This is an optimization exercise on Yosys and OpenROAD, whose aim is small area, a short achievable clock period and few clock cycles per item, not a production implementation.
The RTL was checked by simulation tests, not by an equivalence proof against the original design.
No activity file was given, so power comes from the tool's default toggle rates.

## lagoon
==> flow/design.v <==
`timescale 1ns/1ns
`default_nettype none
package xbar_pkg;
    typedef struct packed {
        logic [3-1:0]  first_pmt;
        logic [4-1:0] pmt_count;
        logic                     width_gear;
        logic [1:0]               depth_gear;
    } lmt_cfg_t;
    typedef enum logic {
        REQ_WRITE  = 1'b0,
        REQ_SEARCH = 1'b1
    } req_op_t;
    typedef struct packed {
        logic [32-1:0] data;
        logic [32-1:0] care;
    } wr_view_t;
    typedef struct packed {
        logic [32-1:0] key;
        logic [32-1:0] reserved;
    } srch_view_t;
    typedef union packed {
        wr_view_t   wr;
        srch_view_t srch;
    } req_payload_u;
    typedef struct packed {
        req_op_t                          op;
        logic [$clog2(2)-1:0]  lmt;
        logic [5-1:0]        addr;
        req_payload_u                     payload;
    } xbar_req_t;
    typedef struct packed {
        logic                      wr_en;
        logic                      srch_en;
        logic [3-1:0] addr;
        logic [16-1:0]  data;
        logic [16-1:0]  care;
    } lane_cmd_t;
    typedef struct packed {
        logic                             valid;
        logic [$clog2(2)-1:0]  lmt;
        logic [3-1:0]          first_pmt;
        logic                             width_gear;
        logic [1:0]                       depth_gear;
        logic [8-1:0]          member;
    } srch_tag_t;
    typedef struct packed {
        logic [$clog2(2)-1:0]  lmt;
        logic                             found;
        logic [5-1:0]        match_addr;
        logic [32-1:0]         matchlines;
    } xbar_resp_t;
endpackage
`default_nettype wire
`timescale 1ns/1ns
`default_nettype none
module tcam_block (
    input  logic        clk,
    input  logic [7:0]  we,
    input  logic [7:0]  wen,
    input  logic [15:0] wp,
    input  logic [15:0] wq,
    input  logic [15:0] kp,
    input  logic [15:0] kq,
    output logic [7:0]  hit
);
    for (genvar e = 0; e < 8; e++) begin : g_ent
        logic [15:0] n0_q, n1_q;
        always_ff @(posedge clk) begin
            n0_q <= ({16{we[e]}} & wp) | ({16{wen[e]}} & n0_q);
            n1_q <= ({16{we[e]}} & wq) | ({16{wen[e]}} & n1_q);
        end
        assign hit[e] = ~|(~((n0_q | kq) & (n1_q | kp)));
    end
endmodule
`default_nettype wire
`timescale 1ns/1ns
`default_nettype none
module match_result (
    input  logic [7:0][7:0] hit,
    input  logic [7:0]      s_used,
    input  logic [7:0]      s_tbl,
    input  logic [7:0][1:0] s_row,
    input  logic [3:0]      row_ok,
    input  logic            lmt,
    output logic [31:0]     ml
);
    always_comb begin
        for (int r = 0; r < 4; r++) begin
            for (int e = 0; e < 8; e++) begin
                logic m;
                m = row_ok[r];
                for (int s = 0; s < 8; s++) begin
                    if (s_used[s] && s_tbl[s] == lmt && s_row[s] == 2'(r))
                        m = m & hit[s][e];
                end
                ml[r*8+e] = m;
            end
        end
    end
endmodule
`default_nettype wire
`timescale 1ns/1ns
`default_nettype none
module segment_crossbar (
    input  logic        clk,
    input  logic        rst_n,
    input  logic [19:0] cfg,
    input  logic [70:0] req,
    input  logic        req_valid,
    output logic        req_ready,
    output logic [38:0] resp,
    output logic        resp_valid,
    input  logic        resp_ready
);
    logic [3:0] cnt0, cnt1, cnt_f, cnt_g;
    logic       w0, w1, w_f, w_g;
    logic [1:0] d0, d1;
    logic       big1;
    assign cnt0 = cfg[6:3];
    assign w0   = cfg[2];
    assign d0   = cfg[1:0];
    assign cnt1 = cfg[16:13];
    assign w1   = cfg[12];
    assign d1   = cfg[11:10];
    assign big1  = cnt1 > cnt0;
    assign cnt_f = big1 ? cnt1 : cnt0;
    assign cnt_g = big1 ? cnt0 : cnt1;
    assign w_f   = big1 ? w1 : w0;
    assign w_g   = big1 ? w0 : w1;
    logic [7:0]      s_used_d, s_used;
    logic [7:0]      s_tbl_d, s_tbl;
    logic [7:0][1:0] s_row_d, s_row;
    logic [7:0]      s_hi_d, s_hi;
    for (genvar j = 0; j < 8; j++) begin : g_pos
        localparam int S = (j % 2 == 0) ? j / 2 : 4 + j / 2;
        logic       in_f;
        logic [3:0] rel;
        logic       w;
        assign in_f        = 4'(j) < cnt_f;
        assign rel         = in_f ? 4'(j) : 4'(j) - cnt_f;
        assign w           = in_f ? w_f : w_g;
        assign s_used_d[S] = 5'(j) < ({1'b0, cnt_f} + {1'b0, cnt_g});
        assign s_tbl_d[S]  = in_f ? big1 : ~big1;
        assign s_row_d[S]  = w ? rel[2:1] : rel[1:0];
        assign s_hi_d[S]   = w & rel[0];
    end
    always_ff @(posedge clk) begin
        s_used <= s_used_d;
        s_tbl  <= s_tbl_d;
        s_row  <= s_row_d;
        s_hi   <= s_hi_d;
    end
    logic [1:0][3:0] row_ok;
    assign row_ok[0] = {d0[1], d0[1], d0[1] | d0[0], 1'b1};
    assign row_ok[1] = {d1[1], d1[1], d1[1] | d1[0], 1'b1};
    logic        rdy_q;
    logic        live_q;
    logic        clr;
    always_ff @(posedge clk or negedge rst_n) begin
        if (!rst_n) live_q <= 1'b0;
        else        live_q <= 1'b1;
    end
    assign clr = ~live_q;
    logic        acc;
    logic        op;
    logic        lmt;
    logic [4:0]  addr;
    logic [31:0] data, care;
    logic [31:0] bus_p, bus_q;
    assign acc  = req_valid & rdy_q;
    assign op   = req[70];
    assign lmt  = req[69];
    assign addr = req[68:64];
    assign data = req[63:32];
    assign care = req[31:0];
    assign bus_p = data  | ({32{~op}} & ~care);
    assign bus_q = ~data | ({32{~op}} & ~care);
    logic [7:0][7:0] hit;
    for (genvar s = 0; s < 8; s++) begin : g_slot
        logic [15:0] kp, kq, wp, wq;
        logic        blk_we;
        if (s < 4) begin : g_lo
            assign kp = bus_p[15:0];
            assign kq = bus_q[15:0];
        end else begin : g_mx
            assign kp = s_hi[s] ? bus_p[31:16] : bus_p[15:0];
            assign kq = s_hi[s] ? bus_q[31:16] : bus_q[15:0];
        end
        assign wp = {kp[15:1], kp[0] & live_q};
        assign wq = {kq[15:1], kq[0] & live_q};
        assign blk_we = acc & ~op & s_used[s] & (s_tbl[s] == lmt) & (s_row[s] == addr[4:3]);
        logic [7:0] we, wen;
        for (genvar e = 0; e < 8; e++) begin : g_we
            assign we[e]  = clr | (blk_we & (addr[2:0] == 3'(e)));
            assign wen[e] = live_q & ~(blk_we & (addr[2:0] == 3'(e)));
        end
        tcam_block u_pmt (
            .clk (clk),
            .we  (we),
            .wen (wen),
            .wp  (wp),
            .wq  (wq),
            .kp  (kp),
            .kq  (kq),
            .hit (hit[s])
        );
    end
    logic            s1_v;
    logic            s1_lmt;
    logic [7:0][7:0] s1_hit;
    always_ff @(posedge clk or negedge rst_n) begin
        if (!rst_n) s1_v <= 1'b0;
        else if (rdy_q) s1_v <= acc & op;
    end
    always_ff @(posedge clk) begin
        if (rdy_q) begin
            s1_lmt <= lmt;
            s1_hit <= hit;
        end
    end
    logic [31:0] s1_ml;
    match_result u_result (
        .hit    (s1_hit),
        .s_used (s_used),
        .s_tbl  (s_tbl),
        .s_row  (s_row),
        .row_ok (row_ok[s1_lmt]),
        .lmt    (s1_lmt),
        .ml     (s1_ml)
    );
    logic        found;
    logic [4:0]  first_hit;
    logic [38:0] in_d;
    always_comb begin
        found     = |s1_ml;
        first_hit = '0;
        for (int e = 31; e >= 0; e--) begin
            if (s1_ml[e]) first_hit = 5'(e);
        end
    end
    assign in_d = {s1_lmt, found, first_hit, s1_ml};
    logic        out_v, sk_v;
    logic [38:0] out_d, sk_d;
    logic        load;
    logic        sk_v_n;
    assign load   = ~out_v | resp_ready;
    assign sk_v_n = sk_v ? ~resp_ready : (out_v & ~resp_ready & s1_v);
    always_ff @(posedge clk or negedge rst_n) begin
        if (!rst_n) begin
            out_v <= 1'b0;
            sk_v  <= 1'b0;
            rdy_q <= 1'b0;
        end else begin
            out_v <= load ? (sk_v | s1_v) : 1'b1;
            sk_v  <= sk_v_n;
            rdy_q <= ~sk_v_n;
        end
    end
    always_ff @(posedge clk) begin
        if (load) out_d <= sk_v ? sk_d : in_d;
        if (!sk_v) sk_d <= in_d;
    end
    assign req_ready  = rdy_q;
    assign resp       = out_d;
    assign resp_valid = out_v;
endmodule
`default_nettype wire
clock: 7.5 ns
lec_check: 0
cap_margin: 20
core_margin: 2
core_utilization: 40
setup_slack_margin: 4.5
slew_margin: 20
synth_hierarchical: 1
run.sh (not shown) runs the stock make flow with config.mk's settings and CLKGATE_MAP_FILE= SYNTH_SCRIPT=/design/flow/synth_recipe.tcl, a recipe that flattens the netlist after the stock synthesis.
Testbench counts of lagoon, summed over its fixed seeds: cycles 32,416, requests 32,392.
Relative to lagoon, the following input files were edited for maple:
--- a/flow/design.v
+++ b/flow/design.v
@@ -76,25 +76,21 @@
 `default_nettype wire
 `timescale 1ns/1ns
 `default_nettype none
 module match_result (
     input  logic [7:0][7:0] hit,
-    input  logic [7:0]      s_used,
-    input  logic [7:0]      s_tbl,
-    input  logic [7:0][1:0] s_row,
-    input  logic [3:0]      row_ok,
-    input  logic            lmt,
+    input  logic [3:0][7:0] sel,      
+    input  logic [3:0]      row_ok,   
     output logic [31:0]     ml
 );
     always_comb begin
         for (int r = 0; r < 4; r++) begin
             for (int e = 0; e < 8; e++) begin
                 logic m;
                 m = row_ok[r];
                 for (int s = 0; s < 8; s++) begin
-                    if (s_used[s] && s_tbl[s] == lmt && s_row[s] == 2'(r))
-                        m = m & hit[s][e];
+                    m = m & (hit[s][e] | ~sel[r][s]);
                 end
                 ml[r*8+e] = m;
             end
         end
     end
@@ -150,12 +146,14 @@
         s_tbl  <= s_tbl_d;
         s_row  <= s_row_d;
         s_hi   <= s_hi_d;
     end
     logic [1:0][3:0] row_ok;
-    assign row_ok[0] = {d0[1], d0[1], d0[1] | d0[0], 1'b1};
-    assign row_ok[1] = {d1[1], d1[1], d1[1] | d1[0], 1'b1};
+    always_ff @(posedge clk) begin
+        row_ok[0] <= {d0[1], d0[1], d0[1] | d0[0], 1'b1};
+        row_ok[1] <= {d1[1], d1[1], d1[1] | d1[0], 1'b1};
+    end
     logic        rdy_q;
     logic        live_q;
     logic        clr;
     always_ff @(posedge clk or negedge rst_n) begin
         if (!rst_n) live_q <= 1'b0;
@@ -204,31 +202,40 @@
             .kp  (kp),
             .kq  (kq),
             .hit (hit[s])
         );
     end
+    logic [3:0][7:0] sel;
+    always_comb begin
+        for (int r = 0; r < 4; r++) begin
+            for (int s = 0; s < 8; s++) begin
+                sel[r][s] = s_used[s] & (s_tbl[s] == lmt) & (s_row[s] == 2'(r));
+            end
+        end
+    end
     logic            s1_v;
     logic            s1_lmt;
     logic [7:0][7:0] s1_hit;
+    logic [3:0][7:0] s1_sel;
+    logic [3:0]      s1_rok;
     always_ff @(posedge clk or negedge rst_n) begin
         if (!rst_n) s1_v <= 1'b0;
         else if (rdy_q) s1_v <= acc & op;
     end
     always_ff @(posedge clk) begin
         if (rdy_q) begin
             s1_lmt <= lmt;
             s1_hit <= hit;
+            s1_sel <= sel;
+            s1_rok <= row_ok[lmt];
         end
     end
     logic [31:0] s1_ml;
     match_result u_result (
         .hit    (s1_hit),
-        .s_used (s_used),
-        .s_tbl  (s_tbl),
-        .s_row  (s_row),
-        .row_ok (row_ok[s1_lmt]),
-        .lmt    (s1_lmt),
+        .sel    (s1_sel),
+        .row_ok (s1_rok),
         .ml     (s1_ml)
     );
     logic        found;
     logic [4:0]  first_hit;
     logic [38:0] in_d;
- Final weighted congestion of routability-driven global placement in maple vs lagoon: up about 2.6%
- [maple] clock share of power rose 1.1 points relative to lagoon
- Delta (maple minus lagoon): final area now larger; final setup skew higher; switching power share of the total decreased by 0.57 points relative to the old numbers.
Testbench counts of maple, summed over its fixed seeds: cycles 32,416, requests 32,392.

==> static timing again, ports no longer ideal <==
The flow's constraints put no driver on any port. The routed layouts listed below were extracted and timed again, unchanged, in two steps.
Step 1: set_driving_cell puts a clkbuf_16 on clk and a buf_2 on each other input, an assumption about the parent block.
Step 2 also shifts input and output timing later by t, the mid clock arrival at the registers, as if the neighbouring blocks saw the same clock.
Three values: no drivers, after step 1, after step 2; two values: the first two.
| run | shift t [ns] | setup slack, ns | worst hold slack (ns) | slew at the worst register clock pin (ns) | pins driven straight from the clock port |
|---|---|---|---|---|---|
| lagoon | 0.972 | 4.342 / 4.256 / 3.424 | 0.460 / 0.460 / 0.460 | 0.07 / 0.07 | 1 |
| maple | 0.966 | 4.389 / 4.361 / 3.395 | 0.472 / 0.472 / 0.472 | 0.07 / 0.07 | 1 |
After both steps setup and hold are still met in every run listed. For maple, which loses most, drivers alone change the setup slack by -0.028 ns; drivers and shift together by -0.994 ns.
